Source: an optimization exercise on an open RTL-to-GDS flow (aim: small area, a short achievable clock period and few clock cycles per item). Production flows keep margins and buffers that such runs may drop. Only simulation tests tie the RTL to the original design; equivalence was not proved. Power figures rest on the tool's default switching activity, not on a simulated workload.

File: run.sh
#!/bin/bash
# synth_recipe.tcl (not shown) runs the flow's synth.tcl, then flattens the netlist and writes it again
# the make line also repeats each setting of config.mk as NAME=value (left out here)
make -C /OpenROAD-flow-scripts/flow DESIGN_CONFIG=/design/flow/config.mk WORK_HOME=/design/flow/orfs CLKGATE_MAP_FILE= SYNTH_SCRIPT=/design/flow/synth_recipe.tcl finish
File: config.mk
export PLATFORM = sky130hd
export DESIGN_NAME = nn_mac_array
export DESIGN_NICKNAME = nn_mac_array
export VERILOG_FILES = /design/flow/design.v
export SDC_FILE = /design/flow/constraint.sdc
export NUM_CORES = 4
export LEC_CHECK = 0
export CAP_MARGIN = 20
export CORE_MARGIN = 2
export CORE_UTILIZATION = 40
export SLEW_MARGIN = 20
File: design.v
module nn_mac_array #(
    parameter int LANES  = 4,
    parameter int DWIDTH = 16,
    parameter int FRAC   = 8,
    parameter int AWIDTH = 40,
    parameter int CWIDTH = 16
) (
    input  logic                    clk,
    input  logic                    rst_n,
    input  logic                    s_valid,
    output logic                    s_ready,
    input  logic                    s_last,
    input  logic [DWIDTH-1:0]       s_x,
    input  logic [LANES*DWIDTH-1:0] s_w,
    input  logic [LANES*DWIDTH-1:0] s_bias,
    input  logic                    relu_en,
    output logic                    m_valid,
    input  logic                    m_ready,
    output logic [LANES*DWIDTH-1:0] m_data,
    output logic [LANES-1:0]        m_ovf,
    output logic [CWIDTH-1:0]       m_count,
    output logic                    busy
);
    localparam logic [AWIDTH-1:0] M0 = 40'h7fffffff;
    localparam logic [AWIDTH-1:0] M1 = 40'h7ffffffd;
    localparam logic [AWIDTH-1:0] K0 = 40'hff80000000;
    localparam logic [AWIDTH-1:0] K1 = 40'h0;
    localparam logic [AWIDTH-1:0] RND = AWIDTH'(1) << (FRAC-1);
    logic s_hs;
    assign s_hs = s_valid & s_ready;
    assign busy = ~s_ready;
    logic [7:0]              enc_one, enc_two, enc_neg;
    logic [7:0]              x_one, x_two, x_neg;
    logic [7:0]              x_one_n, x_two_n, x_neg_n;
    logic [LANES*DWIDTH-1:0] w0;
    logic [DWIDTH-1:0]       b0 [LANES];
    logic                    bc0 [LANES];
    logic                    v0, l0, relu0;
    always_comb begin
        for (int j = 0; j < 8; j++) begin
            logic lo, mid, hi;
            lo  = (j == 0) ? 1'b0 : s_x[2*j-1];
            mid = s_x[2*j];
            hi  = s_x[2*j+1];
            enc_one[j] = s_hs & (mid ^ lo);
            enc_two[j] = s_hs & ((hi & ~mid & ~lo) | (~hi & mid & lo));
            enc_neg[j] = s_hs & hi;
        end
    end
    always_ff @(posedge clk) begin
        x_one   <= enc_one;
        x_two   <= enc_two;
        x_neg   <= enc_neg;
        x_one_n <= ~enc_one;
        x_two_n <= ~enc_two;
        x_neg_n <= ~enc_neg;
        w0      <= s_w;
        for (int i = 0; i < LANES; i++) begin
            logic [DWIDTH-1:0] bg;
            logic [5:0]        mid;
            bg     = (s_hs & s_last) ? s_bias[i*DWIDTH +: DWIDTH] : '0;
            mid    = {1'b0, bg[10:6]} + {5'b0, enc_neg[7]};
            b0[i]  <= {bg[15:11], mid[4:0], bg[5:0]};
            bc0[i] <= mid[5];
        end
        l0    <= s_last;
        relu0 <= relu_en;
    end
    logic                v1, l1, relu1;
    logic [AWIDTH-1:0]   t0_q [LANES];
    logic [AWIDTH-1:0]   t1_q [LANES];
    for (genvar i = 0; i < LANES; i++) begin : g_tree
        logic [AWIDTH-1:0] t0, t1;
        nn_mac_lane_tree u_tree (
            .one (i[0] ? ~x_one_n : x_one),
            .two (i[0] ? ~x_two_n : x_two),
            .neg (i[0] ? ~x_neg_n : x_neg),
            .w   (w0[i*DWIDTH +: DWIDTH]),
            .b   (b0[i]),
            .bc  (bc0[i]),
            .r0  (t0),
            .r1  (t1)
        );
        always_ff @(posedge clk) begin
            t0_q[i] <= t0;
            t1_q[i] <= t1;
        end
    end
    always_ff @(posedge clk) begin
        l1    <= l0;
        relu1 <= relu0;
    end
    logic                a_fin, a_init, a_relu;
    logic [CWIDTH-1:0]   a_cnt;
    logic [AWIDTH-1:0]   acc_q [LANES];
    logic                fin, out_free, done, relu_f;
    logic [CWIDTH-1:0]   cnt_f;
    logic [AWIDTH-1:0]   sum [LANES];
    logic [LANES-1:0]    all0, all1;
    assign fin      = (v1 & l1) | a_fin;         
    assign out_free = ~m_valid | m_ready;
    assign done     = fin & out_free;             
    assign relu_f   = v1 ? relu1 : a_relu;
    assign cnt_f    = v1 ? (a_cnt + {{(CWIDTH-1){1'b0}}, ~&a_cnt}) : a_cnt;
    always_comb begin
        for (int i = 0; i < LANES; i++) begin
            logic [AWIDTH-1:0] y0, y1, p, q;
            y0     = (t0_q[i] & M0) | K0;
            y1     = (t1_q[i] & M1) | K1;
            p      = acc_q[i] ^ y0 ^ y1;
            q      = ((acc_q[i] & y0) | (acc_q[i] & y1) | (y0 & y1)) << 1;
            sum[i] = p + q;
            begin
                logic ok0, ok1;
                ok0 = 1'b1;
                ok1 = 1'b1;
                for (int k = FRAC+DWIDTH; k < AWIDTH; k++) begin
                    ok0 &= ~((p[k] ^ q[k]) ^ (p[k-1] | q[k-1]));
                    ok1 &=  ((p[k] ^ q[k]) ^ (p[k-1] & q[k-1]));
                end
                all0[i] = ok0 & ~sum[i][FRAC+DWIDTH-1];
                all1[i] = ok1 &  sum[i][FRAC+DWIDTH-1];
            end
        end
    end
    always_ff @(posedge clk) begin
        a_relu <= relu_f;
        a_cnt  <= (done | a_init) ? '0 : cnt_f;
        for (int i = 0; i < LANES; i++)
            acc_q[i] <= (done | a_init) ? RND : sum[i];
    end
    always_ff @(posedge clk) begin
        if (done) begin
            m_count <= cnt_f;
            for (int i = 0; i < LANES; i++) begin
                logic ovf, neg;
                logic [DWIDTH-1:0] r;
                ovf = ~(all0[i] | all1[i]);
                neg = sum[i][AWIDTH-1];
                r   = ovf ? {neg, {(DWIDTH-1){~neg}}} : sum[i][FRAC +: DWIDTH];
                if (relu_f && r[DWIDTH-1]) r = '0;
                m_data[i*DWIDTH +: DWIDTH] <= r;
                m_ovf[i] <= ovf;
            end
        end
    end
    logic       a_fin_d, m_valid_d;
    logic [2:0] closed_d;
    assign a_fin_d   = fin & ~out_free;
    assign m_valid_d = done | (m_valid & ~m_ready);
    assign closed_d  = {2'b0, s_hs & s_last} + {2'b0, v0 & l0} + {2'b0, a_fin_d} + {2'b0, m_valid_d};
    always_ff @(posedge clk or negedge rst_n) begin
        if (!rst_n) begin
            s_ready <= 1'b0;
            v0      <= 1'b0;
            v1      <= 1'b0;
            a_fin   <= 1'b0;
            a_init  <= 1'b1;
            m_valid <= 1'b0;
        end else begin
            s_ready <= (closed_d <= 3'd1);
            v0      <= s_hs;
            v1      <= v0;
            a_fin   <= a_fin_d;
            a_init  <= 1'b0;
            m_valid <= m_valid_d;
        end
    end
endmodule
module nn_mac_lane_tree (
    input  logic [7:0]  one, two, neg,
    input  logic [15:0] w,
    input  logic [15:0] b,
    input  logic        bc,
    output logic [39:0] r0, r1
);
    wire pp1 = (one[0] & w[0]) ^ neg[0];
    wire pp2 = ((one[0] & w[1]) | (two[0] & w[0])) ^ neg[0];
    wire pp3 = ((one[0] & w[2]) | (two[0] & w[1])) ^ neg[0];
    wire pp4 = ((one[0] & w[3]) | (two[0] & w[2])) ^ neg[0];
    wire pp5 = ((one[0] & w[4]) | (two[0] & w[3])) ^ neg[0];
    wire pp6 = ((one[0] & w[5]) | (two[0] & w[4])) ^ neg[0];
    wire pp7 = ((one[0] & w[6]) | (two[0] & w[5])) ^ neg[0];
    wire pp8 = ((one[0] & w[7]) | (two[0] & w[6])) ^ neg[0];
    wire pp9 = ((one[0] & w[8]) | (two[0] & w[7])) ^ neg[0];
    wire pp10 = ((one[0] & w[9]) | (two[0] & w[8])) ^ neg[0];
    wire pp11 = ((one[0] & w[10]) | (two[0] & w[9])) ^ neg[0];
    wire pp12 = ((one[0] & w[11]) | (two[0] & w[10])) ^ neg[0];
    wire pp13 = ((one[0] & w[12]) | (two[0] & w[11])) ^ neg[0];
    wire pp14 = ((one[0] & w[13]) | (two[0] & w[12])) ^ neg[0];
    wire pp15 = ((one[0] & w[14]) | (two[0] & w[13])) ^ neg[0];
    wire pp16 = ((one[0] & w[15]) | (two[0] & w[14])) ^ neg[0];
    wire pp17 = ((one[0] | two[0]) & w[15]) ^ neg[0];
    wire pn18 = ~pp17;
    wire pp19 = (one[1] & w[0]) ^ neg[1];
    wire pp20 = ((one[1] & w[1]) | (two[1] & w[0])) ^ neg[1];
    wire pp21 = ((one[1] & w[2]) | (two[1] & w[1])) ^ neg[1];
    wire pp22 = ((one[1] & w[3]) | (two[1] & w[2])) ^ neg[1];
    wire pp23 = ((one[1] & w[4]) | (two[1] & w[3])) ^ neg[1];
    wire pp24 = ((one[1] & w[5]) | (two[1] & w[4])) ^ neg[1];
    wire pp25 = ((one[1] & w[6]) | (two[1] & w[5])) ^ neg[1];
    wire pp26 = ((one[1] & w[7]) | (two[1] & w[6])) ^ neg[1];
    wire pp27 = ((one[1] & w[8]) | (two[1] & w[7])) ^ neg[1];
    wire pp28 = ((one[1] & w[9]) | (two[1] & w[8])) ^ neg[1];
    wire pp29 = ((one[1] & w[10]) | (two[1] & w[9])) ^ neg[1];
    wire pp30 = ((one[1] & w[11]) | (two[1] & w[10])) ^ neg[1];
    wire pp31 = ((one[1] & w[12]) | (two[1] & w[11])) ^ neg[1];
    wire pp32 = ((one[1] & w[13]) | (two[1] & w[12])) ^ neg[1];
    wire pp33 = ((one[1] & w[14]) | (two[1] & w[13])) ^ neg[1];
    wire pp34 = ((one[1] & w[15]) | (two[1] & w[14])) ^ neg[1];
    wire pp35 = ~(((one[1] | two[1]) & w[15]) ^ neg[1]);
    wire pp36 = (one[2] & w[0]) ^ neg[2];
    wire pp37 = ((one[2] & w[1]) | (two[2] & w[0])) ^ neg[2];
    wire pp38 = ((one[2] & w[2]) | (two[2] & w[1])) ^ neg[2];
    wire pp39 = ((one[2] & w[3]) | (two[2] & w[2])) ^ neg[2];
    wire pp40 = ((one[2] & w[4]) | (two[2] & w[3])) ^ neg[2];
    wire pp41 = ((one[2] & w[5]) | (two[2] & w[4])) ^ neg[2];
    wire pp42 = ((one[2] & w[6]) | (two[2] & w[5])) ^ neg[2];
    wire pp43 = ((one[2] & w[7]) | (two[2] & w[6])) ^ neg[2];
    wire pp44 = ((one[2] & w[8]) | (two[2] & w[7])) ^ neg[2];
    wire pp45 = ((one[2] & w[9]) | (two[2] & w[8])) ^ neg[2];
    wire pp46 = ((one[2] & w[10]) | (two[2] & w[9])) ^ neg[2];
    wire pp47 = ((one[2] & w[11]) | (two[2] & w[10])) ^ neg[2];
    wire pp48 = ((one[2] & w[12]) | (two[2] & w[11])) ^ neg[2];
    wire pp49 = ((one[2] & w[13]) | (two[2] & w[12])) ^ neg[2];
    wire pp50 = ((one[2] & w[14]) | (two[2] & w[13])) ^ neg[2];
    wire pp51 = ((one[2] & w[15]) | (two[2] & w[14])) ^ neg[2];
    wire pp52 = ~(((one[2] | two[2]) & w[15]) ^ neg[2]);
    wire pp53 = (one[3] & w[0]) ^ neg[3];
    wire pp54 = ((one[3] & w[1]) | (two[3] & w[0])) ^ neg[3];
    wire pp55 = ((one[3] & w[2]) | (two[3] & w[1])) ^ neg[3];
    wire pp56 = ((one[3] & w[3]) | (two[3] & w[2])) ^ neg[3];
    wire pp57 = ((one[3] & w[4]) | (two[3] & w[3])) ^ neg[3];
    wire pp58 = ((one[3] & w[5]) | (two[3] & w[4])) ^ neg[3];
    wire pp59 = ((one[3] & w[6]) | (two[3] & w[5])) ^ neg[3];
    wire pp60 = ((one[3] & w[7]) | (two[3] & w[6])) ^ neg[3];
    wire pp61 = ((one[3] & w[8]) | (two[3] & w[7])) ^ neg[3];
    wire pp62 = ((one[3] & w[9]) | (two[3] & w[8])) ^ neg[3];
    wire pp63 = ((one[3] & w[10]) | (two[3] & w[9])) ^ neg[3];
    wire pp64 = ((one[3] & w[11]) | (two[3] & w[10])) ^ neg[3];
    wire pp65 = ((one[3] & w[12]) | (two[3] & w[11])) ^ neg[3];
    wire pp66 = ((one[3] & w[13]) | (two[3] & w[12])) ^ neg[3];
    wire pp67 = ((one[3] & w[14]) | (two[3] & w[13])) ^ neg[3];
    wire pp68 = ((one[3] & w[15]) | (two[3] & w[14])) ^ neg[3];
    wire pp69 = ~(((one[3] | two[3]) & w[15]) ^ neg[3]);
    wire pp70 = (one[4] & w[0]) ^ neg[4];
    wire pp71 = ((one[4] & w[1]) | (two[4] & w[0])) ^ neg[4];
    wire pp72 = ((one[4] & w[2]) | (two[4] & w[1])) ^ neg[4];
    wire pp73 = ((one[4] & w[3]) | (two[4] & w[2])) ^ neg[4];
    wire pp74 = ((one[4] & w[4]) | (two[4] & w[3])) ^ neg[4];
    wire pp75 = ((one[4] & w[5]) | (two[4] & w[4])) ^ neg[4];
    wire pp76 = ((one[4] & w[6]) | (two[4] & w[5])) ^ neg[4];
    wire pp77 = ((one[4] & w[7]) | (two[4] & w[6])) ^ neg[4];
    wire pp78 = ((one[4] & w[8]) | (two[4] & w[7])) ^ neg[4];
    wire pp79 = ((one[4] & w[9]) | (two[4] & w[8])) ^ neg[4];
    wire pp80 = ((one[4] & w[10]) | (two[4] & w[9])) ^ neg[4];
    wire pp81 = ((one[4] & w[11]) | (two[4] & w[10])) ^ neg[4];
    wire pp82 = ((one[4] & w[12]) | (two[4] & w[11])) ^ neg[4];
    wire pp83 = ((one[4] & w[13]) | (two[4] & w[12])) ^ neg[4];
    wire pp84 = ((one[4] & w[14]) | (two[4] & w[13])) ^ neg[4];
    wire pp85 = ((one[4] & w[15]) | (two[4] & w[14])) ^ neg[4];
    wire pp86 = ~(((one[4] | two[4]) & w[15]) ^ neg[4]);
    wire pp87 = (one[5] & w[0]) ^ neg[5];
    wire pp88 = ((one[5] & w[1]) | (two[5] & w[0])) ^ neg[5];
    wire pp89 = ((one[5] & w[2]) | (two[5] & w[1])) ^ neg[5];
    wire pp90 = ((one[5] & w[3]) | (two[5] & w[2])) ^ neg[5];
    wire pp91 = ((one[5] & w[4]) | (two[5] & w[3])) ^ neg[5];
    wire pp92 = ((one[5] & w[5]) | (two[5] & w[4])) ^ neg[5];
    wire pp93 = ((one[5] & w[6]) | (two[5] & w[5])) ^ neg[5];
    wire pp94 = ((one[5] & w[7]) | (two[5] & w[6])) ^ neg[5];
    wire pp95 = ((one[5] & w[8]) | (two[5] & w[7])) ^ neg[5];
    wire pp96 = ((one[5] & w[9]) | (two[5] & w[8])) ^ neg[5];
    wire pp97 = ((one[5] & w[10]) | (two[5] & w[9])) ^ neg[5];
    wire pp98 = ((one[5] & w[11]) | (two[5] & w[10])) ^ neg[5];
    wire pp99 = ((one[5] & w[12]) | (two[5] & w[11])) ^ neg[5];
    wire pp100 = ((one[5] & w[13]) | (two[5] & w[12])) ^ neg[5];
    wire pp101 = ((one[5] & w[14]) | (two[5] & w[13])) ^ neg[5];
    wire pp102 = ((one[5] & w[15]) | (two[5] & w[14])) ^ neg[5];
    wire pp103 = ~(((one[5] | two[5]) & w[15]) ^ neg[5]);
    wire pp104 = (one[6] & w[0]) ^ neg[6];
    wire pp105 = ((one[6] & w[1]) | (two[6] & w[0])) ^ neg[6];
    wire pp106 = ((one[6] & w[2]) | (two[6] & w[1])) ^ neg[6];
    wire pp107 = ((one[6] & w[3]) | (two[6] & w[2])) ^ neg[6];
    wire pp108 = ((one[6] & w[4]) | (two[6] & w[3])) ^ neg[6];
    wire pp109 = ((one[6] & w[5]) | (two[6] & w[4])) ^ neg[6];
    wire pp110 = ((one[6] & w[6]) | (two[6] & w[5])) ^ neg[6];
    wire pp111 = ((one[6] & w[7]) | (two[6] & w[6])) ^ neg[6];
    wire pp112 = ((one[6] & w[8]) | (two[6] & w[7])) ^ neg[6];
    wire pp113 = ((one[6] & w[9]) | (two[6] & w[8])) ^ neg[6];
    wire pp114 = ((one[6] & w[10]) | (two[6] & w[9])) ^ neg[6];
    wire pp115 = ((one[6] & w[11]) | (two[6] & w[10])) ^ neg[6];
    wire pp116 = ((one[6] & w[12]) | (two[6] & w[11])) ^ neg[6];
    wire pp117 = ((one[6] & w[13]) | (two[6] & w[12])) ^ neg[6];
    wire pp118 = ((one[6] & w[14]) | (two[6] & w[13])) ^ neg[6];
    wire pp119 = ((one[6] & w[15]) | (two[6] & w[14])) ^ neg[6];
    wire pp120 = ~(((one[6] | two[6]) & w[15]) ^ neg[6]);
    wire pp121 = (one[7] & w[0]) ^ neg[7];
    wire pp122 = ((one[7] & w[1]) | (two[7] & w[0])) ^ neg[7];
    wire pp123 = ((one[7] & w[2]) | (two[7] & w[1])) ^ neg[7];
    wire pp124 = ((one[7] & w[3]) | (two[7] & w[2])) ^ neg[7];
    wire pp125 = ((one[7] & w[4]) | (two[7] & w[3])) ^ neg[7];
    wire pp126 = ((one[7] & w[5]) | (two[7] & w[4])) ^ neg[7];
    wire pp127 = ((one[7] & w[6]) | (two[7] & w[5])) ^ neg[7];
    wire pp128 = ((one[7] & w[7]) | (two[7] & w[6])) ^ neg[7];
    wire pp129 = ((one[7] & w[8]) | (two[7] & w[7])) ^ neg[7];
    wire pp130 = ((one[7] & w[9]) | (two[7] & w[8])) ^ neg[7];
    wire pp131 = ((one[7] & w[10]) | (two[7] & w[9])) ^ neg[7];
    wire pp132 = ((one[7] & w[11]) | (two[7] & w[10])) ^ neg[7];
    wire pp133 = ((one[7] & w[12]) | (two[7] & w[11])) ^ neg[7];
    wire pp134 = ((one[7] & w[13]) | (two[7] & w[12])) ^ neg[7];
    wire pp135 = ((one[7] & w[14]) | (two[7] & w[13])) ^ neg[7];
    wire pp136 = ((one[7] & w[15]) | (two[7] & w[14])) ^ neg[7];
    wire pp137 = ~(((one[7] | two[7]) & w[15]) ^ neg[7]);
    wire bn138 = ~b[15];
    wire hs139 = pp9 ^ pp25;
    wire hc140 = pp9 & pp25;
    wire hs141 = pp10 ^ pp26;
    wire hc142 = pp10 & pp26;
    wire fs143 = pp11 ^ pp27 ^ pp42;
    wire fc144 = (pp11 & pp27) | (pp11 & pp42) | (pp27 & pp42);
    wire hs145 = pp57 ^ pp72;
    wire hc146 = pp57 & pp72;
    wire fs147 = pp12 ^ pp28 ^ pp43;
    wire fc148 = (pp12 & pp28) | (pp12 & pp43) | (pp28 & pp43);
    wire hs149 = pp58 ^ pp73;
    wire hc150 = pp58 & pp73;
    wire fs151 = pp13 ^ pp29 ^ pp44;
    wire fc152 = (pp13 & pp29) | (pp13 & pp44) | (pp29 & pp44);
    wire fs153 = pp59 ^ pp74 ^ pp89;
    wire fc154 = (pp59 & pp74) | (pp59 & pp89) | (pp74 & pp89);
    wire hs155 = pp104 ^ neg[6];
    wire hc156 = pp104 & neg[6];
    wire fs157 = pp14 ^ pp30 ^ pp45;
    wire fc158 = (pp14 & pp30) | (pp14 & pp45) | (pp30 & pp45);
    wire fs159 = pp60 ^ pp75 ^ pp90;
    wire fc160 = (pp60 & pp75) | (pp60 & pp90) | (pp75 & pp90);
    wire hs161 = pp105 ^ b[5];
    wire hc162 = pp105 & b[5];
    wire fs163 = pp15 ^ pp31 ^ pp46;
    wire fc164 = (pp15 & pp31) | (pp15 & pp46) | (pp31 & pp46);
    wire fs165 = pp61 ^ pp76 ^ pp91;
    wire fc166 = (pp61 & pp76) | (pp61 & pp91) | (pp76 & pp91);
    wire fs167 = pp106 ^ pp121 ^ b[6];
    wire fc168 = (pp106 & pp121) | (pp106 & b[6]) | (pp121 & b[6]);
    wire fs169 = pp16 ^ pp32 ^ pp47;
    wire fc170 = (pp16 & pp32) | (pp16 & pp47) | (pp32 & pp47);
    wire fs171 = pp62 ^ pp77 ^ pp92;
    wire fc172 = (pp62 & pp77) | (pp62 & pp92) | (pp77 & pp92);
    wire fs173 = pp107 ^ pp122 ^ b[7];
    wire fc174 = (pp107 & pp122) | (pp107 & b[7]) | (pp122 & b[7]);
    wire fs175 = pp17 ^ pp33 ^ pp48;
    wire fc176 = (pp17 & pp33) | (pp17 & pp48) | (pp33 & pp48);
    wire fs177 = pp63 ^ pp78 ^ pp93;
    wire fc178 = (pp63 & pp78) | (pp63 & pp93) | (pp78 & pp93);
    wire fs179 = pp108 ^ pp123 ^ b[8];
    wire fc180 = (pp108 & pp123) | (pp108 & b[8]) | (pp123 & b[8]);
    wire fs181 = pp17 ^ pp34 ^ pp49;
    wire fc182 = (pp17 & pp34) | (pp17 & pp49) | (pp34 & pp49);
    wire fs183 = pp64 ^ pp79 ^ pp94;
    wire fc184 = (pp64 & pp79) | (pp64 & pp94) | (pp79 & pp94);
    wire fs185 = pp109 ^ pp124 ^ b[9];
    wire fc186 = (pp109 & pp124) | (pp109 & b[9]) | (pp124 & b[9]);
    wire fs187 = pn18 ^ pp35 ^ pp50;
    wire fc188 = (pn18 & pp35) | (pn18 & pp50) | (pp35 & pp50);
    wire fs189 = pp65 ^ pp80 ^ pp95;
    wire fc190 = (pp65 & pp80) | (pp65 & pp95) | (pp80 & pp95);
    wire fs191 = pp110 ^ pp125 ^ b[10];
    wire fc192 = (pp110 & pp125) | (pp110 & b[10]) | (pp125 & b[10]);
    wire fs193 = pp51 ^ pp66 ^ pp81;
    wire fc194 = (pp51 & pp66) | (pp51 & pp81) | (pp66 & pp81);
    wire fs195 = pp96 ^ pp111 ^ pp126;
    wire fc196 = (pp96 & pp111) | (pp96 & pp126) | (pp111 & pp126);
    wire fs197 = ~(b[11] ^ bc);
    wire fc198 = b[11] | bc;
    wire fs199 = pp52 ^ pp67 ^ pp82;
    wire fc200 = (pp52 & pp67) | (pp52 & pp82) | (pp67 & pp82);
    wire fs201 = pp97 ^ pp112 ^ pp127;
    wire fc202 = (pp97 & pp112) | (pp97 & pp127) | (pp112 & pp127);
    wire fs203 = pp68 ^ pp83 ^ pp98;
    wire fc204 = (pp68 & pp83) | (pp68 & pp98) | (pp83 & pp98);
    wire hs205 = pp113 ^ pp128;
    wire hc206 = pp113 & pp128;
    wire fs207 = pp69 ^ pp84 ^ pp99;
    wire fc208 = (pp69 & pp84) | (pp69 & pp99) | (pp84 & pp99);
    wire hs209 = pp7 ^ pp23;
    wire hc210 = pp7 & pp23;
    wire hs211 = pp8 ^ pp24;
    wire hc212 = pp8 & pp24;
    wire fs213 = hs139 ^ pp40 ^ pp55;
    wire fc214 = (hs139 & pp40) | (hs139 & pp55) | (pp40 & pp55);
    wire hs215 = pp70 ^ neg[4];
    wire hc216 = pp70 & neg[4];
    wire fs217 = hs141 ^ pp41 ^ pp56;
    wire fc218 = (hs141 & pp41) | (hs141 & pp56) | (pp41 & pp56);
    wire fs219 = pp71 ^ b[1] ^ hc140;
    wire fc220 = (pp71 & b[1]) | (pp71 & hc140) | (b[1] & hc140);
    wire fs221 = fs143 ^ hs145 ^ pp87;
    wire fc222 = (fs143 & hs145) | (fs143 & pp87) | (hs145 & pp87);
    wire fs223 = neg[5] ^ b[2] ^ hc142;
    wire fc224 = (neg[5] & b[2]) | (neg[5] & hc142) | (b[2] & hc142);
    wire fs225 = fs147 ^ hs149 ^ pp88;
    wire fc226 = (fs147 & hs149) | (fs147 & pp88) | (hs149 & pp88);
    wire fs227 = b[3] ^ fc144 ^ hc146;
    wire fc228 = (b[3] & fc144) | (b[3] & hc146) | (fc144 & hc146);
    wire fs229 = fs151 ^ fs153 ^ hs155;
    wire fc230 = (fs151 & fs153) | (fs151 & hs155) | (fs153 & hs155);
    wire fs231 = b[4] ^ fc148 ^ hc150;
    wire fc232 = (b[4] & fc148) | (b[4] & hc150) | (fc148 & hc150);
    wire fs233 = fs157 ^ fs159 ^ hs161;
    wire fc234 = (fs157 & fs159) | (fs157 & hs161) | (fs159 & hs161);
    wire fs235 = fc152 ^ fc154 ^ hc156;
    wire fc236 = (fc152 & fc154) | (fc152 & hc156) | (fc154 & hc156);
    wire fs237 = fs163 ^ fs165 ^ fs167;
    wire fc238 = (fs163 & fs165) | (fs163 & fs167) | (fs165 & fs167);
    wire fs239 = fc158 ^ fc160 ^ hc162;
    wire fc240 = (fc158 & fc160) | (fc158 & hc162) | (fc160 & hc162);
    wire fs241 = fs169 ^ fs171 ^ fs173;
    wire fc242 = (fs169 & fs171) | (fs169 & fs173) | (fs171 & fs173);
    wire fs243 = fc164 ^ fc166 ^ fc168;
    wire fc244 = (fc164 & fc166) | (fc164 & fc168) | (fc166 & fc168);
    wire fs245 = fs175 ^ fs177 ^ fs179;
    wire fc246 = (fs175 & fs177) | (fs175 & fs179) | (fs177 & fs179);
    wire fs247 = fc170 ^ fc172 ^ fc174;
    wire fc248 = (fc170 & fc172) | (fc170 & fc174) | (fc172 & fc174);
    wire fs249 = fs181 ^ fs183 ^ fs185;
    wire fc250 = (fs181 & fs183) | (fs181 & fs185) | (fs183 & fs185);
    wire fs251 = fc176 ^ fc178 ^ fc180;
    wire fc252 = (fc176 & fc178) | (fc176 & fc180) | (fc178 & fc180);
    wire fs253 = fs187 ^ fs189 ^ fs191;
    wire fc254 = (fs187 & fs189) | (fs187 & fs191) | (fs189 & fs191);
    wire fs255 = fc182 ^ fc184 ^ fc186;
    wire fc256 = (fc182 & fc184) | (fc182 & fc186) | (fc184 & fc186);
    wire fs257 = fs193 ^ fs195 ^ fs197;
    wire fc258 = (fs193 & fs195) | (fs193 & fs197) | (fs195 & fs197);
    wire fs259 = fc188 ^ fc190 ^ fc192;
    wire fc260 = (fc188 & fc190) | (fc188 & fc192) | (fc190 & fc192);
    wire fs261 = fs199 ^ fs201 ^ b[12];
    wire fc262 = (fs199 & fs201) | (fs199 & b[12]) | (fs201 & b[12]);
    wire fs263 = fc194 ^ fc196 ^ fc198;
    wire fc264 = (fc194 & fc196) | (fc194 & fc198) | (fc196 & fc198);
    wire fs265 = fs203 ^ hs205 ^ b[13];
    wire fc266 = (fs203 & hs205) | (fs203 & b[13]) | (hs205 & b[13]);
    wire fs267 = ~(fc200 ^ fc202);
    wire fc268 = fc200 | fc202;
    wire fs269 = fs207 ^ pp114 ^ pp129;
    wire fc270 = (fs207 & pp114) | (fs207 & pp129) | (pp114 & pp129);
    wire fs271 = b[14] ^ fc204 ^ hc206;
    wire fc272 = (b[14] & fc204) | (b[14] & hc206) | (fc204 & hc206);
    wire fs273 = pp85 ^ pp100 ^ pp115;
    wire fc274 = (pp85 & pp100) | (pp85 & pp115) | (pp100 & pp115);
    wire fs275 = pp130 ^ bn138 ^ fc208;
    wire fc276 = (pp130 & bn138) | (pp130 & fc208) | (bn138 & fc208);
    wire fs277 = pp86 ^ pp101 ^ pp116;
    wire fc278 = (pp86 & pp101) | (pp86 & pp116) | (pp101 & pp116);
    wire hs279 = pp102 ^ pp117;
    wire hc280 = pp102 & pp117;
    wire hs281 = pp5 ^ pp21;
    wire hc282 = pp5 & pp21;
    wire hs283 = pp6 ^ pp22;
    wire hc284 = pp6 & pp22;
    wire fs285 = hs209 ^ pp38 ^ pp53;
    wire fc286 = (hs209 & pp38) | (hs209 & pp53) | (pp38 & pp53);
    wire fs287 = hs211 ^ pp39 ^ pp54;
    wire fc288 = (hs211 & pp39) | (hs211 & pp54) | (pp39 & pp54);
    wire fs289 = fs213 ^ hs215 ^ b[0];
    wire fc290 = (fs213 & hs215) | (fs213 & b[0]) | (hs215 & b[0]);
    wire fs291 = fs217 ^ fs219 ^ fc214;
    wire fc292 = (fs217 & fs219) | (fs217 & fc214) | (fs219 & fc214);
    wire fs293 = fs221 ^ fs223 ^ fc218;
    wire fc294 = (fs221 & fs223) | (fs221 & fc218) | (fs223 & fc218);
    wire fs295 = fs225 ^ fs227 ^ fc222;
    wire fc296 = (fs225 & fs227) | (fs225 & fc222) | (fs227 & fc222);
    wire fs297 = fs229 ^ fs231 ^ fc226;
    wire fc298 = (fs229 & fs231) | (fs229 & fc226) | (fs231 & fc226);
    wire fs299 = fs233 ^ fs235 ^ fc230;
    wire fc300 = (fs233 & fs235) | (fs233 & fc230) | (fs235 & fc230);
    wire fs301 = fs237 ^ fs239 ^ fc234;
    wire fc302 = (fs237 & fs239) | (fs237 & fc234) | (fs239 & fc234);
    wire fs303 = fs241 ^ fs243 ^ fc238;
    wire fc304 = (fs241 & fs243) | (fs241 & fc238) | (fs243 & fc238);
    wire fs305 = fs245 ^ fs247 ^ fc242;
    wire fc306 = (fs245 & fs247) | (fs245 & fc242) | (fs247 & fc242);
    wire fs307 = fs249 ^ fs251 ^ fc246;
    wire fc308 = (fs249 & fs251) | (fs249 & fc246) | (fs251 & fc246);
    wire fs309 = fs253 ^ fs255 ^ fc250;
    wire fc310 = (fs253 & fs255) | (fs253 & fc250) | (fs255 & fc250);
    wire fs311 = fs257 ^ fs259 ^ fc254;
    wire fc312 = (fs257 & fs259) | (fs257 & fc254) | (fs259 & fc254);
    wire fs313 = fs261 ^ fs263 ^ fc258;
    wire fc314 = (fs261 & fs263) | (fs261 & fc258) | (fs263 & fc258);
    wire fs315 = fs265 ^ fs267 ^ fc262;
    wire fc316 = (fs265 & fs267) | (fs265 & fc262) | (fs267 & fc262);
    wire fs317 = fs269 ^ fs271 ^ fc266;
    wire fc318 = (fs269 & fs271) | (fs269 & fc266) | (fs271 & fc266);
    wire fs319 = fs273 ^ fs275 ^ fc270;
    wire fc320 = (fs273 & fs275) | (fs273 & fc270) | (fs275 & fc270);
    wire fs321 = fs277 ^ pp131 ^ fc274;
    wire fc322 = (fs277 & pp131) | (fs277 & fc274) | (pp131 & fc274);
    wire fs323 = hs279 ^ pp132 ^ fc278;
    wire fc324 = (hs279 & pp132) | (hs279 & fc278) | (pp132 & fc278);
    wire fs325 = pp103 ^ pp118 ^ pp133;
    wire fc326 = (pp103 & pp118) | (pp103 & pp133) | (pp118 & pp133);
    wire hs327 = pp119 ^ pp134;
    wire hc328 = pp119 & pp134;
    wire hs329 = pp3 ^ pp19;
    wire hc330 = pp3 & pp19;
    wire hs331 = pp4 ^ pp20;
    wire hc332 = pp4 & pp20;
    wire fs333 = hs281 ^ pp36 ^ neg[2];
    wire fc334 = (hs281 & pp36) | (hs281 & neg[2]) | (pp36 & neg[2]);
    wire fs335 = hs283 ^ pp37 ^ hc282;
    wire fc336 = (hs283 & pp37) | (hs283 & hc282) | (pp37 & hc282);
    wire fs337 = fs285 ^ neg[3] ^ hc284;
    wire fc338 = (fs285 & neg[3]) | (fs285 & hc284) | (neg[3] & hc284);
    wire fs339 = fs287 ^ hc210 ^ fc286;
    wire fc340 = (fs287 & hc210) | (fs287 & fc286) | (hc210 & fc286);
    wire fs341 = fs289 ^ hc212 ^ fc288;
    wire fc342 = (fs289 & hc212) | (fs289 & fc288) | (hc212 & fc288);
    wire fs343 = fs291 ^ hc216 ^ fc290;
    wire fc344 = (fs291 & hc216) | (fs291 & fc290) | (hc216 & fc290);
    wire fs345 = fs293 ^ fc220 ^ fc292;
    wire fc346 = (fs293 & fc220) | (fs293 & fc292) | (fc220 & fc292);
    wire fs347 = fs295 ^ fc224 ^ fc294;
    wire fc348 = (fs295 & fc224) | (fs295 & fc294) | (fc224 & fc294);
    wire fs349 = fs297 ^ fc228 ^ fc296;
    wire fc350 = (fs297 & fc228) | (fs297 & fc296) | (fc228 & fc296);
    wire fs351 = fs299 ^ fc232 ^ fc298;
    wire fc352 = (fs299 & fc232) | (fs299 & fc298) | (fc232 & fc298);
    wire fs353 = fs301 ^ fc236 ^ fc300;
    wire fc354 = (fs301 & fc236) | (fs301 & fc300) | (fc236 & fc300);
    wire fs355 = fs303 ^ fc240 ^ fc302;
    wire fc356 = (fs303 & fc240) | (fs303 & fc302) | (fc240 & fc302);
    wire fs357 = fs305 ^ fc244 ^ fc304;
    wire fc358 = (fs305 & fc244) | (fs305 & fc304) | (fc244 & fc304);
    wire fs359 = fs307 ^ fc248 ^ fc306;
    wire fc360 = (fs307 & fc248) | (fs307 & fc306) | (fc248 & fc306);
    wire fs361 = fs309 ^ fc252 ^ fc308;
    wire fc362 = (fs309 & fc252) | (fs309 & fc308) | (fc252 & fc308);
    wire fs363 = fs311 ^ fc256 ^ fc310;
    wire fc364 = (fs311 & fc256) | (fs311 & fc310) | (fc256 & fc310);
    wire fs365 = fs313 ^ fc260 ^ fc312;
    wire fc366 = (fs313 & fc260) | (fs313 & fc312) | (fc260 & fc312);
    wire fs367 = fs315 ^ fc264 ^ fc314;
    wire fc368 = (fs315 & fc264) | (fs315 & fc314) | (fc264 & fc314);
    wire fs369 = fs317 ^ fc268 ^ fc316;
    wire fc370 = (fs317 & fc268) | (fs317 & fc316) | (fc268 & fc316);
    wire fs371 = fs319 ^ fc272 ^ fc318;
    wire fc372 = (fs319 & fc272) | (fs319 & fc318) | (fc272 & fc318);
    wire fs373 = fs321 ^ fc276 ^ fc320;
    wire fc374 = (fs321 & fc276) | (fs321 & fc320) | (fc276 & fc320);
    wire fs375 = ~(fs323 ^ fc322);
    wire fc376 = fs323 | fc322;
    wire fs377 = fs325 ^ hc280 ^ fc324;
    wire fc378 = (fs325 & hc280) | (fs325 & fc324) | (hc280 & fc324);
    wire fs379 = ~(hs327 ^ fc326);
    wire fc380 = hs327 | fc326;
    wire fs381 = pp120 ^ pp135 ^ hc328;
    wire fc382 = (pp120 & pp135) | (pp120 & hc328) | (pp135 & hc328);
    wire fn383 = ~pp136;
    assign r0[0] = pp1;
    assign r0[1] = pp2;
    assign r0[2] = hs329;
    assign r0[3] = hs331;
    assign r0[4] = fs333;
    assign r0[5] = fs335;
    assign r0[6] = fs337;
    assign r0[7] = fs339;
    assign r0[8] = fs341;
    assign r0[9] = fs343;
    assign r0[10] = fs345;
    assign r0[11] = fs347;
    assign r0[12] = fs349;
    assign r0[13] = fs351;
    assign r0[14] = fs353;
    assign r0[15] = fs355;
    assign r0[16] = fs357;
    assign r0[17] = fs359;
    assign r0[18] = fs361;
    assign r0[19] = fs363;
    assign r0[20] = fs365;
    assign r0[21] = fs367;
    assign r0[22] = fs369;
    assign r0[23] = fs371;
    assign r0[24] = fs373;
    assign r0[25] = fs375;
    assign r0[26] = fs377;
    assign r0[27] = fs379;
    assign r0[28] = fs381;
    assign r0[29] = fn383;
    assign r0[30] = pp137;
    assign r0[31] = 1'b1;
    assign r0[32] = 1'b1;
    assign r0[33] = 1'b1;
    assign r0[34] = 1'b1;
    assign r0[35] = 1'b1;
    assign r0[36] = 1'b1;
    assign r0[37] = 1'b1;
    assign r0[38] = 1'b1;
    assign r0[39] = 1'b1;
    assign r1[0] = neg[0];
    assign r1[1] = 1'b0;
    assign r1[2] = neg[1];
    assign r1[3] = hc330;
    assign r1[4] = hc332;
    assign r1[5] = fc334;
    assign r1[6] = fc336;
    assign r1[7] = fc338;
    assign r1[8] = fc340;
    assign r1[9] = fc342;
    assign r1[10] = fc344;
    assign r1[11] = fc346;
    assign r1[12] = fc348;
    assign r1[13] = fc350;
    assign r1[14] = fc352;
    assign r1[15] = fc354;
    assign r1[16] = fc356;
    assign r1[17] = fc358;
    assign r1[18] = fc360;
    assign r1[19] = fc362;
    assign r1[20] = fc364;
    assign r1[21] = fc366;
    assign r1[22] = fc368;
    assign r1[23] = fc370;
    assign r1[24] = fc372;
    assign r1[25] = fc374;
    assign r1[26] = fc376;
    assign r1[27] = fc378;
    assign r1[28] = fc380;
    assign r1[29] = fc382;
    assign r1[30] = pp136;
    assign r1[31] = 1'b0;
    assign r1[32] = 1'b0;
    assign r1[33] = 1'b0;
    assign r1[34] = 1'b0;
    assign r1[35] = 1'b0;
    assign r1[36] = 1'b0;
    assign r1[37] = 1'b0;
    assign r1[38] = 1'b0;
    assign r1[39] = 1'b0;
endmodule
File: constraint.sdc
create_clock -name core_clock -period 8.0 [get_ports {clk}]
set_input_delay 1.6000 -clock core_clock [delete_from_list [all_inputs] [get_ports {clk}]]
set_output_delay 1.6000 -clock core_clock [all_outputs]
set_load 0.01 [all_outputs]
==> run summary, run 1 <==
Worst Setup Start Kind=register; final setup TNS=0 ns; Power Density=487 nW/µm²; crit path capture type=register; clk sink count=~690; part of the Yosys area used for sequential elements=28.6%; maximum VDD drop=approximately 0.25 mV; CP max FO=16; Min-Delay Endpoint=l1; slew of the pin with the lowest slew margin=about 1.2 ns; RR Endpoint=t0_q[3][14]; RSZ-0062 raised after global routing=no; Post-synth ARST share=0.868%; initial antenna violation count=9; # DRC=0; Hold WC Path Type=reg -> reg; ys flop type=dfxtp_1; Post-Syn Area per Cell=9.98 µm²; global-route wire length before repair=230 mm; grt ovf=0; number of synthesized flops with an enable pin=84; dpl hpwl=106 mm; Pre-antenna DRT Iters=6; Max-Cap Viols=0; vias in the first global route=about 38,000; max_slew headroom=21.1%; status=no timing/DRC/antenna violations; multi-input logic area=32,800 µm²; via count=approximately 37,000; CTS buffer count=82; Unique masters post-synth=91; Die Y=362 µm; final hold slack=0.328 ns; Port Buf Inserts=236; H-tree levels=3; site row count=131; Ports=about 240; CTS clk-pin slew, worst paths=0.06 ns; root buffer cell=clkbuf_16; synthesis-stage register bit count=691; period utilization=56.1%; fmax=223 MHz; final slew viol count=0; Hold Buf Count CTS=0; Reg2Reg Depth=8; pin count of the biggest net entering global routing=87; Mapped Nets=roughly 6,200; critical path class=reg -> reg; CTS tree=built; total track usage=a little under a quarter; Final Hold Fails=0; Yosys Warn Count=13; core area=approximately 130,000 µm²; Reg2Reg Setup Slack=3.51 ns; most frequent cells in the layout=666 x inv_1, 589 x fa_1, 574 x dfxtp_1; die width=roughly 360 µm; Wirelength per Cell=21.5 µm; FF/Latch Area=around 15,000 µm²; Die Footprint=131,000 µm²; hold_sp=l0; fillers=12,100; fin nets=6,207; Syn-to-layout area delta=12.2%; Vias/cell=5.36; clock latency on the worst-skew pair=0.71 ns; CP Data Required Time=8.57 ns; total wire length=148 mm; r2r startpoint=x_neg_n[4]; hold depth=0; Longest Clk Path Bufs=3; Setup Viol. Count Final=0; Worst EP arrival=5.05 ns; Initial Util=40.3%; RePlAce Congestion=0.873; Mapped Area=51,400 µm²; Setup Fix Bufs, Post-CTS=0; layout cells sized above 1=5.28%; first-iteration detailed-routing DRC count=3,604; Final ANT Viol Nets=0; Post-CTS Resized=0; skew final=between 0.04 and 0.05 ns; Leakage=roughly 0.024 µW; Mapped Cells=a little over 5,000; min Tclk post-route=4.49 ns; most common cell after layout, fill and taps aside=inv_1
[cell type report]
class | instances | share of cell area [%]
antenna | 2 | 0.00868
clock buffer | 107 | 3.95
clock inverter | 43 | 0.914
inverter | 672 | 4.38
multi-input combinational | 3431 | 56.9
sequential | 691 | 25.6
tap | 1662 | 3.61
timing repair buffer | 279 | 4.68
[flip-flops by register name, indices dropped and copies added (netlist names), 16 cells and up]
signal / count
a_cnt: 16
acc_q: 160
b0: 64
m_count: 16
m_data: 64
t0_q: 124
t1_q: 116
w0: 64
[metal layers]
layer	vias to the layer above	GRT usage, %	routed length, µm
li1	16900	-	-
met3	285	5.68	14000
met2	1639	32.2	60500
met4	2	8.48	4980
met5	-	0	13
met1	18100	32.9	68500
[metrics by stage]
step	util (%)	area, µm²	power [µW]	instances	worst slack, ns
floorplan	-	51400	18700	5147	2.86
global placement	43.0	54800	23900	6735	3.50
detailed placement	43.0	54800	24200	6735	3.52
CTS	45.2	57600	28200	6885	3.57
global route	45.2	57600	30800	6887	3.24
finish	45.2	57600	28100	6887	3.51
[Yosys cell counts, types with 20 or more instances]
cell type	n	area (µm²)
a211oi_1	29	218
a21o_1	46	345
a21oi_1	119	596
a22oi_1	240	1800
a31oi_1	33	206
and2_1	88	551
buf_1	41	154
clkbuf_1	290	1090
dfxtp_1	601	12000
edfxtp_1	84	2520
fa_1	589	11800
ha_1	311	3890
inv_1	666	2500
nand2_1	207	777
nand2b_1	20	125
nand3_1	65	325
nand4_1	42	263
nor2_1	228	856
nor3_1	36	180
o21ai_0	119	596
o21ai_2	22	193
o21bai_1	20	150
o22ai_1	241	1510
xnor2_1	462	4050
xor2_1	304	2660
[power breakdown]
| part | switching (µW) | internal [µW] |
|---|---|---|
| Clock | 1640 | 2210 |
| Combinational | 11000 | 7540 |
| Sequential | 807 | 4880 |
[worst max path at each step]
stage	to	slack [ns]	cells past startpoint	start
after global routing	m_data[1]	3.24	11	t1_q[0][2]
final	t0_q[3][14]	3.51	8	x_neg_n[4]
after global placement	acc_q[2][36]	3.50	8	m_ready
after floorplan	acc_q[3][32]	2.86	7	m_ready
after detailed placement	acc_q[2][36]	3.52	8	m_ready
after CTS	t0_q[3][14]	3.57	8	x_neg_n[4]
[critical path, cell delays in order, from the launching register on]
cell and delay (ns):
dfxtp_1 1.10, inv_1 0.50, buf_4 0.41, xnor2_1 0.26, fa_1 0.47, fa_1 0.52
inv_1 0.06, fa_1 0.51, fa_1 0.49
[logic make-up (layout without fill, tap and decap cells)]
family | after synthesis | in the layout | share of synthesized area [%]
buffers and inverters | 1025 | 1101 | 7.65
AO/OA/AOI/OAI | 972 | 972 | 12.6
adder cells (fa/ha/maj) | 900 | 900 | 30.5
AND/OR/NAND/NOR | 783 | 783 | 7.37
XOR/XNOR | 766 | 766 | 13.1
flip-flops | 691 | 691 | 28.6
multiplexers | 9 | 9 | 0.185
other | 1 | 3 | 0.00730
Testbench counts, summed over its fixed seeds: cycles 13,937, items 1,600.
==> run 2: changes to the inputs <==
--- a/config.mk
+++ b/config.mk
@@ -9,3 +9,4 @@
 export CORE_MARGIN = 2
 export CORE_UTILIZATION = 40
+export SETUP_SLACK_MARGIN = 5
 export SLEW_MARGIN = 20
==> run 2 against run 1 <==
  * Largest power group unchanged
  * Highest routed layer unchanged
  * Final cell count is 8.8% higher
  * Non-clock buffer count increased by 585
  * Register-to-register slack better by 0.82 ns
  * Synthesized area stayed put
  * Still clean on timing, DRC and antenna
==> run summary, run 2 <==
status=no timing/DRC/antenna violations; fmax=273 MHz; Comb pwr share=73.3%; min Tclk post-route=3.67 ns; Mapped Area=51,400 µm²; Initial Util=40.3%; CP Data Required Time=8.41 ns; critical path class=reg -> reg; multi-input logic area=38,500 µm²; ys flop type=dfxtp_1; via count=42,800; register share of total power=15.6%; part of the Yosys area used for sequential elements=around 29%; Mapped Cells=5,147; Power Density=511 nW/µm²; largest registers=acc_q (160), t0_q (124), t1_q (116); fin nets=slightly below 7,000; Worst path max stage delay=0.47 ns; Syn-to-layout area delta=38.8%; Post-synth ARST share=0.868%; clock latency on the worst-skew pair=0.74 ns; first-iteration detailed-routing DRC count=4,463; final slew viol count=0; Die Y=362 µm; clk sink count=691; dpl hpwl=109 mm; Ports=237; Vias/cell=~5.7; Longest Clk Path Bufs=3; Setup Viol. Count Final=0; maximum VDD drop=0.377 mV; Max-Cap Viols=0; RSZ-0062 raised after global routing=yes; core area=128,000 µm²; pin count of the biggest net entering global routing=45; Critical path buffers and inverters=3; Final Hold Fails=0; initial antenna violation count=17; Leakage=~0.029 µW; layout cells sized above 1=32.9%; Synth top area share=23.4%; post-layout instance area=around 70,000 µm²; Mapped Nets=roughly 6,200; fillers=10,100; Unique masters post-synth=91; Wirelength per Cell=26.1 µm; CTS clk-pin slew, worst paths=~0.060 ns; clock network power share=11.1%; slew of the pin with the lowest slew margin=1.01 ns; CTS buffer count=83; Crit-path slowest cell=or3b_4; switching pwr=17,300 µW; CTS tree=built; max_slew headroom=32.6%; Post-Syn Area per Cell=9.98 µm²; most frequent cells in the layout=576 x inv_1, 469 x dfxtp_1, 453 x fa_1; period utilization=45.8%; RePlAce Congestion=0.884; Pre-antenna DRT Iters=6; H-tree levels=3; Most flops, register=acc_q; Port Buf Inserts=236; # DRC=0; top cells by count, synth=666 x inv_1, 601 x dfxtp_1, 589 x fa_1, 462 x xnor2_1, 311 x ha_1; crit path capture type=register; number of synthesized flops with an enable pin=84; Reg2Reg Setup Slack=4.33 ns; Hold WC Path Type=reg -> reg; Final ANT Viol Nets=0; synthesis-stage register bit count=691; skew final=roughly 0.060 ns; Internal=19,100 µW; delay-heaviest family, CP=compound AO/OA/AOI/OAI gates; Net Sw Frac=47.5%; site row count=about 130; global-route wire length before repair=275 mm; Synth area leaders=dfxtp_1 23%, fa_1 23%, xnor2_1 7.9%; Worst EP arrival=4.08 ns; die width=362 µm; total power draw=between 30,000 and 40,000 µW; vias in the first global route=42,800; Worst Setup Start Kind=register; final hold slack=0.347 ns; worst path cell trace=inv_2 > fa_1 > inv_1 > ha_4 > fa_2 > a211oi_4 > nor2_4 > o31ai_4 > buf_6 > a21oi_4 > a211oi_4 > or3_4 > a21oi_4 > or3b_4 > nor3b_1; most common cell after layout, fill and taps aside=inv_1; largest area contributor in the netlist=dfxtp_1; Yosys Warn Count=13; total track usage=27.9%; Die Footprint=131,000 µm²; final setup TNS=0 ns; top-count cell post-synth=inv_1; CP max FO=7; root buffer cell=clkbuf_16; FF/Latch Area=approximately 15,000 µm²; Largest register FFs=160; total wire length=196 mm; DP Area=around 55,000 µm²; grt ovf=0
[run 2: cell counts after synthesis]
Identical to the previous run, type by type.
[run 2: cell type report]
| class | instances | share of cell area (%) |
|---|---|---|
| Multi-Input combinational cell | 3437 | 54.0 |
| Sequential cell | 691 | 21.1 |
| Timing Repair Buffer | 864 | 14.1 |
| Inverter | 672 | 3.77 |
| Clock buffer | 106 | 3.24 |
| Tap cell | 1662 | 2.92 |
| Clock inverter | 50 | 0.809 |
| Antenna cell | 12 | 0.0421 |
| Timing Repair inverter | 1 | 0.0105 |
[run 2: path summary, 6_finish.rpt]
path	startpoint	cells past startpoint	endpoint
max	t1_q[1][0]	15	m_data[31]
max reg2reg	t1_q[1][0]	15	m_data[31]
min	relu0	0	relu1
max in group asynchronous	rst_n	1	s_ready
min in group asynchronous	rst_n	1	v1
min reg2reg	relu0	0	relu1
[run 2: worst reg2reg max path: stages, from the launching register on]
cell and delay (ns):
dfxtp_1 0.32, inv_2 0.09, fa_1 0.18, inv_1 0.07, ha_4 0.19, fa_2 0.40
a211oi_4 0.27, nor2_4 0.09, o31ai_4 0.30, buf_6 0.16, a21oi_4 0.06, a211oi_4 0.30
or3_4 0.21, a21oi_4 0.08, or3b_4 0.47, nor3b_1 0.17
[run 2: power by group through the flow]
stage	Clock, µW	Sequential, µW	Combinational, µW
global route	4250	5790	28700
floorplan	0	5460	13800
CTS	4080	5660	23200
finish	4040	5690	26700
detailed placement	0	5790	19200
global placement	0	5780	19000
[run 2: cells by family (layout without fill, tap and decap cells)]
logic type / after synthesis / count (layout) / share of synthesized area [%]
compound gates: 972 / 973 / 12.6
xor+xnor: 766 / 766 / 13.1
fa+ha+maj: 900 / 900 / 30.5
buf+inv: 1025 / 1693 / 7.65
flops: 691 / 691 / 28.6
mux: 9 / 9 / 0.185
other cells: 1 / 13 / 0.00730
simple gates: 783 / 788 / 7.37
[run 2: metal layers]
layer	wire length [µm]	GRT usage, %	share of wire (%)
met2	81000	40.2	41
met5	119	0	0.061
met4	12800	14.0	6.5
met1	77000	37.5	39
met3	25000	8.94	13
[run 2: repair_timing]
action | in CTS | in global routing
setup endpoints to repair | 496 | 342
cloned | 47 | 8
resized for setup | 1169 | 581
hold buffers | 0 | 0
buffers inserted | 420 | 116
pin swaps | 343 | 366
[run 2: through the flow]
step                std cells  utilization (%)  setup slack (ns)
detailed placement       6736             43.4              3.57
floorplan                5147                -              4.68
global placement         6736             43.4              3.59
global route             7488             55.9              4.25
finish                   7495             55.9              4.33
CTS                      7359             52.9              4.41
==> run 3: changes to the inputs <==
--- a/config.mk
+++ b/config.mk
@@ -9,4 +9,4 @@
 export CORE_MARGIN = 2
 export CORE_UTILIZATION = 40
-export SETUP_SLACK_MARGIN = 5
+export SETUP_SLACK_MARGIN = 4.5
 export SLEW_MARGIN = 20
==> run 3 against run 2 <==
  * Global-route usage down 5.1 points
  * Clock skew shrank 0.022 ns
  * Non-clock buffer count fell by 447
  * Sequential share of layout area up 3.4 points
  * Critical path type unchanged
  * Highest routed layer unchanged
==> run summary, run 3 <==
RePlAce Congestion=0.886; Port Buf Inserts=~240; Hold Buf Count CTS=0; Syn-to-layout area delta=17.9%; die width=362 µm; Leakage=0.0251 µW; first-iteration detailed-routing DRC count=3,301; total power draw=30,600 µW; total wire length=152 mm; Post-Syn Area per Cell=9.98 µm²; Largest register FFs=between 150 and 200; skew final=0.0373 ns; Worst Setup Start Kind=register; dpl hpwl=106 mm; Final Hold Fails=0; fmax=283 MHz; Ports=237; most frequent cells in the layout=639 x inv_1, 575 x fa_1, 509 x dfxtp_1; global-route wire length before repair=about 230 mm; final slew viol count=0; Reg2Reg Depth=13; final setup TNS=0 ns; Worst EP arrival=3.93 ns; CTS tree=built; top-count cell post-synth=inv_1; top cells by count, synth=666 x inv_1, 601 x dfxtp_1, 589 x fa_1, 462 x xnor2_1, 311 x ha_1; part of the Yosys area used for sequential elements=approximately 29%; root buffer cell=clkbuf_16; slew of the pin with the lowest slew margin=0.952 ns; min Tclk post-route=about 3.5 ns; site row count=roughly 130; grt ovf=0; total track usage=22.8%; CP Data Required Time=8.40 ns; synthesis-stage register bit count=691; Hold WC Path Type=reg -> reg; via count=37,800; Die Footprint=131,000 µm²; core area=approximately 130,000 µm²; CP max FO=4; Mapped Cells=5,147; Vias/cell=5.37; critical path class=reg -> reg; Mapped Area=51,400 µm²; Max-Cap Viols=0; Power Density=505 nW/µm²; Mapped Nets=6,197; vias in the first global route=around 39,000; layout cells sized above 1=12.5%; Crit-path slowest cell=fa_2; Synth area leaders=dfxtp_1 23%, fa_1 23%, xnor2_1 7.9%; H-tree levels=3; ys flop type=dfxtp_1; hold depth=0; fin nets=6,352; max_slew headroom=about 37%; fillers=11,800; worst path cell trace=fa_2 > ha_4 > fa_2 > a211oi_2 > a211oi_2 > buf_4 > nor4_4 > o2111ai_2 > nand2_2 > o311ai_4 > o311ai_2 > or3b_4 > nor3b_1; initial antenna violation count=14; Worst path max stage delay=0.50 ns; crit path capture type=register; Pre-antenna DRT Iters=6; Unique masters post-synth=around 90; status=no timing/DRC/antenna violations; CTS clk-pin slew, worst paths=0.06 ns; most common cell after layout, fill and taps aside=inv_1; pin count of the biggest net entering global routing=92; # DRC=0; Die Y=between 300 and 400 µm; Setup Viol. Count Final=0; Post-synth ARST share=0.868%; period utilization=44.1%; number of synthesized flops with an enable pin=84; Initial Util=40.3%; Most flops, register=acc_q; RSZ-0062 raised after global routing=yes; Yosys Warn Count=13; clk sink count=around 690; clock latency on the worst-skew pair=0.71 ns; Synth top area share=approximately a quarter; largest area contributor in the netlist=dfxtp_1; Longest Clk Path Bufs=3; maximum VDD drop=0.284 mV; Final ANT Viol Nets=0; CTS buffer count=83; largest registers=acc_q (160), t0_q (124), t1_q (116); Wirelength per Cell=21.6 µm
==> run 3: where the power goes <==
part / switching (µW) / internal [µW] / total (µW)
sequential: 832 / 4890 / 5730
combinational: 11900 / 9000 / 20900
clock: 1640 / 2320 / 3960
total: 14400 / 16200 / 30600
==> run 3: layout make-up <==
class	count	area [µm²]	area share, %
sequential	691	14900	24.6
clock inverter	43	520	0.859
clock buffer	113	2350	3.89
timing repair inverter	2	12.5	0.0207
tap	1662	2080	3.43
inverter	672	2620	4.33
multi-input combinational	3435	34000	56.0
timing repair buffer	417	4160	6.86
antenna	3	7.51	0.0124
==> run 3: logic make-up (layout without fill, tap and decap cells) <==
group / after synthesis / count (layout) / synth area share (%)
other cells: 1 / 4 / 0.00730
simple gates: 783 / 787 / 7.37
buf+inv: 1025 / 1247 / 7.65
flops: 691 / 691 / 28.6
fa+ha+maj: 900 / 900 / 30.5
mux: 9 / 9 / 0.185
xor+xnor: 766 / 766 / 13.1
compound gates: 972 / 972 / 12.6
==> run 3: path summary, 6_finish.rpt <==
check                             start          to  slack, ns
min reg2reg                       relu0       relu1       0.33
min in group asynchronous         rst_n     s_ready       1.14
max reg2reg                acc_q[3][23]  m_data[63]       4.47
max                        acc_q[3][23]  m_data[63]       4.47
min                               relu0       relu1       0.33
max in group asynchronous         rst_n      a_init       6.54
==> run 3: worst max-delay path, delay by kind of cell (launching register included) <==
family | cells | cell delay (ns)
simple gates | 4 | 1.01
flops | 1 | 0.32
fa+ha+maj | 3 | 1.03
buf+inv | 1 | 0.15
compound gates | 5 | 0.72
==> run 3: routing by layer <==
metal	global-route usage [%]	wire (µm)
met4	7.51	4400
met5	0	143
met1	32.9	69100
met2	33.0	63700
met3	5.94	14800
==> run 3: per-stage QoR <==
| step | hold slack, ns | worst slack (ns) | utilization [%] | std cells | instance area, µm² |
|---|---|---|---|---|---|
| 3_3_place_gp | 0.313 | 3.58 | 43.0 | 6734 | 54800 |
| 6_report | 0.332 | 4.47 | 47.5 | 7038 | 60600 |
| 3_5_place_dp | 0.317 | 3.57 | 43.0 | 6734 | 54800 |
| 4_1_cts | 0.334 | 4.47 | 46.4 | 6955 | 59100 |
| 5_1_grt | 0.339 | 4.36 | 47.5 | 7037 | 60600 |
| 2_1_floorplan | 0.310 | 4.50 | - | 5147 | 51400 |
==> run 3: repair_timing <==
action,in CTS,in global routing
endpoints found under the setup margin,221,165
pin swaps,52,73
gates resized for setup,208,207
setup buffers,62,75
cloned,3,5
==> run 4: changes to the inputs <==
==> flow/run.sh (new file) <==
#!/bin/bash
# The standard layout, with the port buffers taken from buf_2 instead of the
# cell buffer_ports picks by default (a slow delay cell).
set -euo pipefail
export BUFFER_PORTS_ARGS="-buffer_cell sky130_fd_sc_hd__buf_2"
bash standard.sh > standard.log 2>&1
==> standard.sh (new file) <==
#!/bin/bash
# synth_recipe.tcl (not shown) runs the flow's synth.tcl, then flattens the netlist and writes it again
# the make line also repeats each setting of config.mk as NAME=value (left out here)
make -C /OpenROAD-flow-scripts/flow DESIGN_CONFIG=/design/flow/config.mk WORK_HOME=/design/flow/orfs CLKGATE_MAP_FILE= SYNTH_SCRIPT=/design/flow/synth_recipe.tcl "${@:-finish}"
removed: run.sh
==> run 4 against run 3 <==
  * Setup slack worse by 0.10 ns
  * Register-to-register slack lost 0.10 ns
  * Combinational power is 3% lower
  * Highest routed layer unchanged
  * Sequential power decreased by 0.7%
  * Still clean on timing, DRC and antenna
  * Synthesized cell count unchanged
  * Final cell count is 0.72% lower
  * Wire length decreased by 1.1%
  * Non-clock buffer count fell by 40
  * Die area is the same
  * Critical path depth fell by 1
  * Clock skew increased by 0.029 ns
==> run summary, run 4 <==
placed cell count=a little under 7,000; most common cell after layout, fill and taps aside=inv_1; hold depth=0; Yosys Warn Count=13; Post-Syn Area per Cell=9.98 µm²; CTS tree=built; largest area contributor in the netlist=dfxtp_1; Vias/cell=between 5 and 6; critical path class=reg -> reg; final core utilization=46.2%; Initial Util=40.3%; Min-Delay Endpoint=relu1; layout cells sized above 1=between 10% and 20%; Wirelength per Cell=21.5 µm; Die Y=between 300 and 400 µm; dpl hpwl=between 100 and 150 mm; vias in the first global route=38,600; fillers=~12,000; Reg2Reg Setup Slack=between 4 and 5 ns; grt ovf=0; hold_sp=relu0; final slew viol count=0; ys flop type=dfxtp_1; Worst EP arrival=4.07 ns; skew final=0.0658 ns; Net Sw Frac=47.4%; most frequent cells in the layout=637 x inv_1, 573 x fa_1, 518 x dfxtp_1; Synth area leaders=dfxtp_1 23%, fa_1 23%, xnor2_1 7.9%; synthesis-stage register bit count=691; Pre-antenna DRT Iters=6; Internal=15,600 µW; CTS buffer count=81; clk sink count=~690; Largest register FFs=160; Syn-to-layout area delta=14.6%; switching pwr=14,100 µW; clock latency on the worst-skew pair=0.72 ns; Worst Setup Start Kind=register; status=no timing/DRC/antenna violations; Power Density=504 nW/µm²; Final Hold Fails=0; r2r startpoint=t0_q[1][9]; Die Footprint=131,000 µm²; RePlAce Congestion=0.877; initial antenna violation count=23; total wire length=roughly 150 mm; largest registers=acc_q (160), t0_q (124), t1_q (116); period utilization=45.4%; part of the Yosys area used for sequential elements=approximately 29%; Unique masters post-synth=91; DP Area=between 50,000 and 60,000 µm²; RSZ-0062 raised after global routing=yes; fmax=275 MHz; Reg2Reg Depth=12; min Tclk post-route=3.63 ns; via count=37,800; number of synthesized flops with an enable pin=84; CP Data Required Time=~8.4 ns; Comb pwr share=68.2%; max_slew headroom=30.1%; Finished Layout Cells=6,987; Mapped Nets=6,197; top cells by count, synth=666 x inv_1, 601 x dfxtp_1, 589 x fa_1, 462 x xnor2_1, 311 x ha_1; Mapped Cells=around 5,000; site row count=roughly 130; fin nets=6,308; maximum VDD drop=~0.29 mV; top-count cell post-synth=inv_1; final setup TNS=0 ns; CTS clk-pin slew, worst paths=0.06 ns; global-route wire length before repair=230 mm; slew of the pin with the lowest slew margin=roughly 1.0 ns; post-layout instance area=58,900 µm²; Final ANT Viol Nets=0; pin count of the biggest net entering global routing=109; register share of total power=19.2%; CP max FO=7; final hold slack=0.341 ns; Port Buf Inserts=236; Mapped Area=51,400 µm²; core area=128,000 µm²; root buffer cell=clkbuf_16; Ports=237; Setup Viol. Count Final=0; Longest Clk Path Bufs=3; clock network power share=12.7%; first-iteration detailed-routing DRC count=3,543; die width=between 300 and 400 µm; Leakage=between 0.02 and 0.025 µW; Most flops, register=acc_q; crit path capture type=register; Post-synth ARST share=0.868%; Hold WC Path Type=reg -> reg; Max-Cap Viols=0; # DRC=0; total track usage=about 23%; RR Endpoint=m_data[31]; H-tree levels=3; Synth top area share=about a quarter
==> run 4: cell count changes in the layout (fill, tap and decap cells not counted), moves of 6 or more <==
cell and delta:
buf_2 +236, buf_4 -43, clkdlybuf4s50_1 -236, dfxtp_1 +9
dfxtp_2 -6, o21ai_0 +15, o21ai_1 -6, o21ai_2 -7
==> run 4: per-layer routing <==
metal	global-route usage (%)	vias to the layer above	share of wire [%]
li1	-	17100	-
met5	0	-	0.13
met1	32.4	18600	45
met3	5.69	346	9.8
met2	32.6	1716	42
met4	8.22	32	3.3
==> run 4: repair_timing <==
action / in CTS / in global routing
gates cloned: 2 / 3
resized for setup: 186 / 197
hold buffers: 0 / 0
endpoints found under the hold margin: 0 / 0
setup endpoints to repair: 212 / 164
pin swaps: 37 / 52
setup buffers: 58 / 40
==> run 4: area by class of cell <==
type	count	area [µm²]	area share, %
Timing Repair Buffer	377	2710	4.60
Inverter	672	2640	4.47
Clock inverter	33	415	0.705
Antenna cell	7	17.5	0.0297
Multi-Input combinational cell	3432	33900	57.5
Tap cell	1662	2080	3.53
Sequential cell	691	14900	25.2
Clock buffer	110	2290	3.89
Timing Repair inverter	3	22.5	0.0382
==> run 4: cells by family (layout without fill, tap and decap cells) <==
logic type / Yosys count / in the layout / share of synthesized area, %
AOI/OAI and AO/OA: 972 / 972 / 12.6
xor gates and xnor gates: 766 / 766 / 13.1
adders and majority gates: 900 / 900 / 30.5
buffers and inverters: 1025 / 1195 / 7.65
DFF: 691 / 691 / 28.6
muxes: 9 / 9 / 0.185
other: 1 / 8 / 0.00730
and+or+nand+nor: 783 / 784 / 7.37
==> run 4: power by group through the flow <==
stage	clock network (µW)	logic [µW]	registers (µW)
finish	3760	20200	5690
detailed placement	0	18100	5750
floorplan	0	13300	5450
CTS	3860	19100	5690
global route	3990	22600	5800
global placement	0	17900	5730
==> run 4: stage by stage <==
stage / total power (µW) / setup slack (ns)
6_report: 29700 / 4.37
3_5_place_dp: 23800 / 3.69
5_1_grt: 32400 / 4.20
4_1_cts: 28700 / 4.42
2_1_floorplan: 18700 / 4.50
3_3_place_gp: 23600 / 3.74
==> run 4: worst max path at each step <==
stage | endpoint | slack [ns] | start | cells past startpoint
after detailed placement | m_data[3] | 3.69 | t1_q[0][2] | 11
after global placement | t0_q[3][21] | 3.74 | x_neg_n[4] | 10
final | m_data[31] | 4.37 | t0_q[1][9] | 12
after CTS | m_data[31] | 4.42 | t1_q[1][11] | 12
after floorplan | t0_q[3][18] | 4.50 | w0[63] | 11
after global routing | m_data[31] | 4.20 | acc_q[1][2] | 12
==> run 4: worst max-delay path, stage by stage (launching register included) <==
cell and delay (ns):
dfxtp_1 0.31, fa_1 0.54, ha_4 0.30, nand4_1 0.15, nor3_2 0.21, o31ai_4 0.15
buf_6 0.15, a2111oi_4 0.38, o21ai_2 0.14, o21a_1 0.23, o211ai_2 0.15, or3b_4 0.48
nor3b_2 0.18

## separate check: timing with driven ports
No port has a modelled driver above. Below, the same layouts with a new extraction and two added sets of constraints.
Step 1: set_driving_cell puts a clkbuf_16 on clk and a buf_2 on each other input, an assumption about the parent block.
Step 2 moves the port delays by t, midway between the first and last clock arrival at a register: inputs arrive t later, outputs are due t later. That takes back most of the time a late clock gives input paths.
Slacks: ideal ports / drivers / drivers and shift; pairs: ideal ports / drivers.
| run | t, ns | setup WS [ns] | hold slack, ns | worst setup path at the end | latest minus earliest clock arrival (ns) |
|---|---|---|---|---|---|
| run 1 | 0.761 | 3.514 / 3.514 / 3.514 | 0.328 / 0.328 / 0.328 | register to register | 0.052 / 0.052 |
| run 2 | 0.789 | 4.334 / 4.334 / 4.110 | 0.347 / 0.347 / 0.347 | input to register | 0.063 / 0.064 |
| run 3 | 0.764 | 4.471 / 4.471 / 3.908 | 0.332 / 0.332 / 0.332 | input to register | 0.039 / 0.039 |
| run 4 | 0.758 | 4.368 / 4.368 / 3.949 | 0.341 / 0.341 / 0.341 | input to register | 0.066 / 0.066 |
After both steps every run listed still meets setup and hold. The setup slack of run 3, which loses most, moves by 0.000 ns with the drivers and by -0.563 ns with both steps.
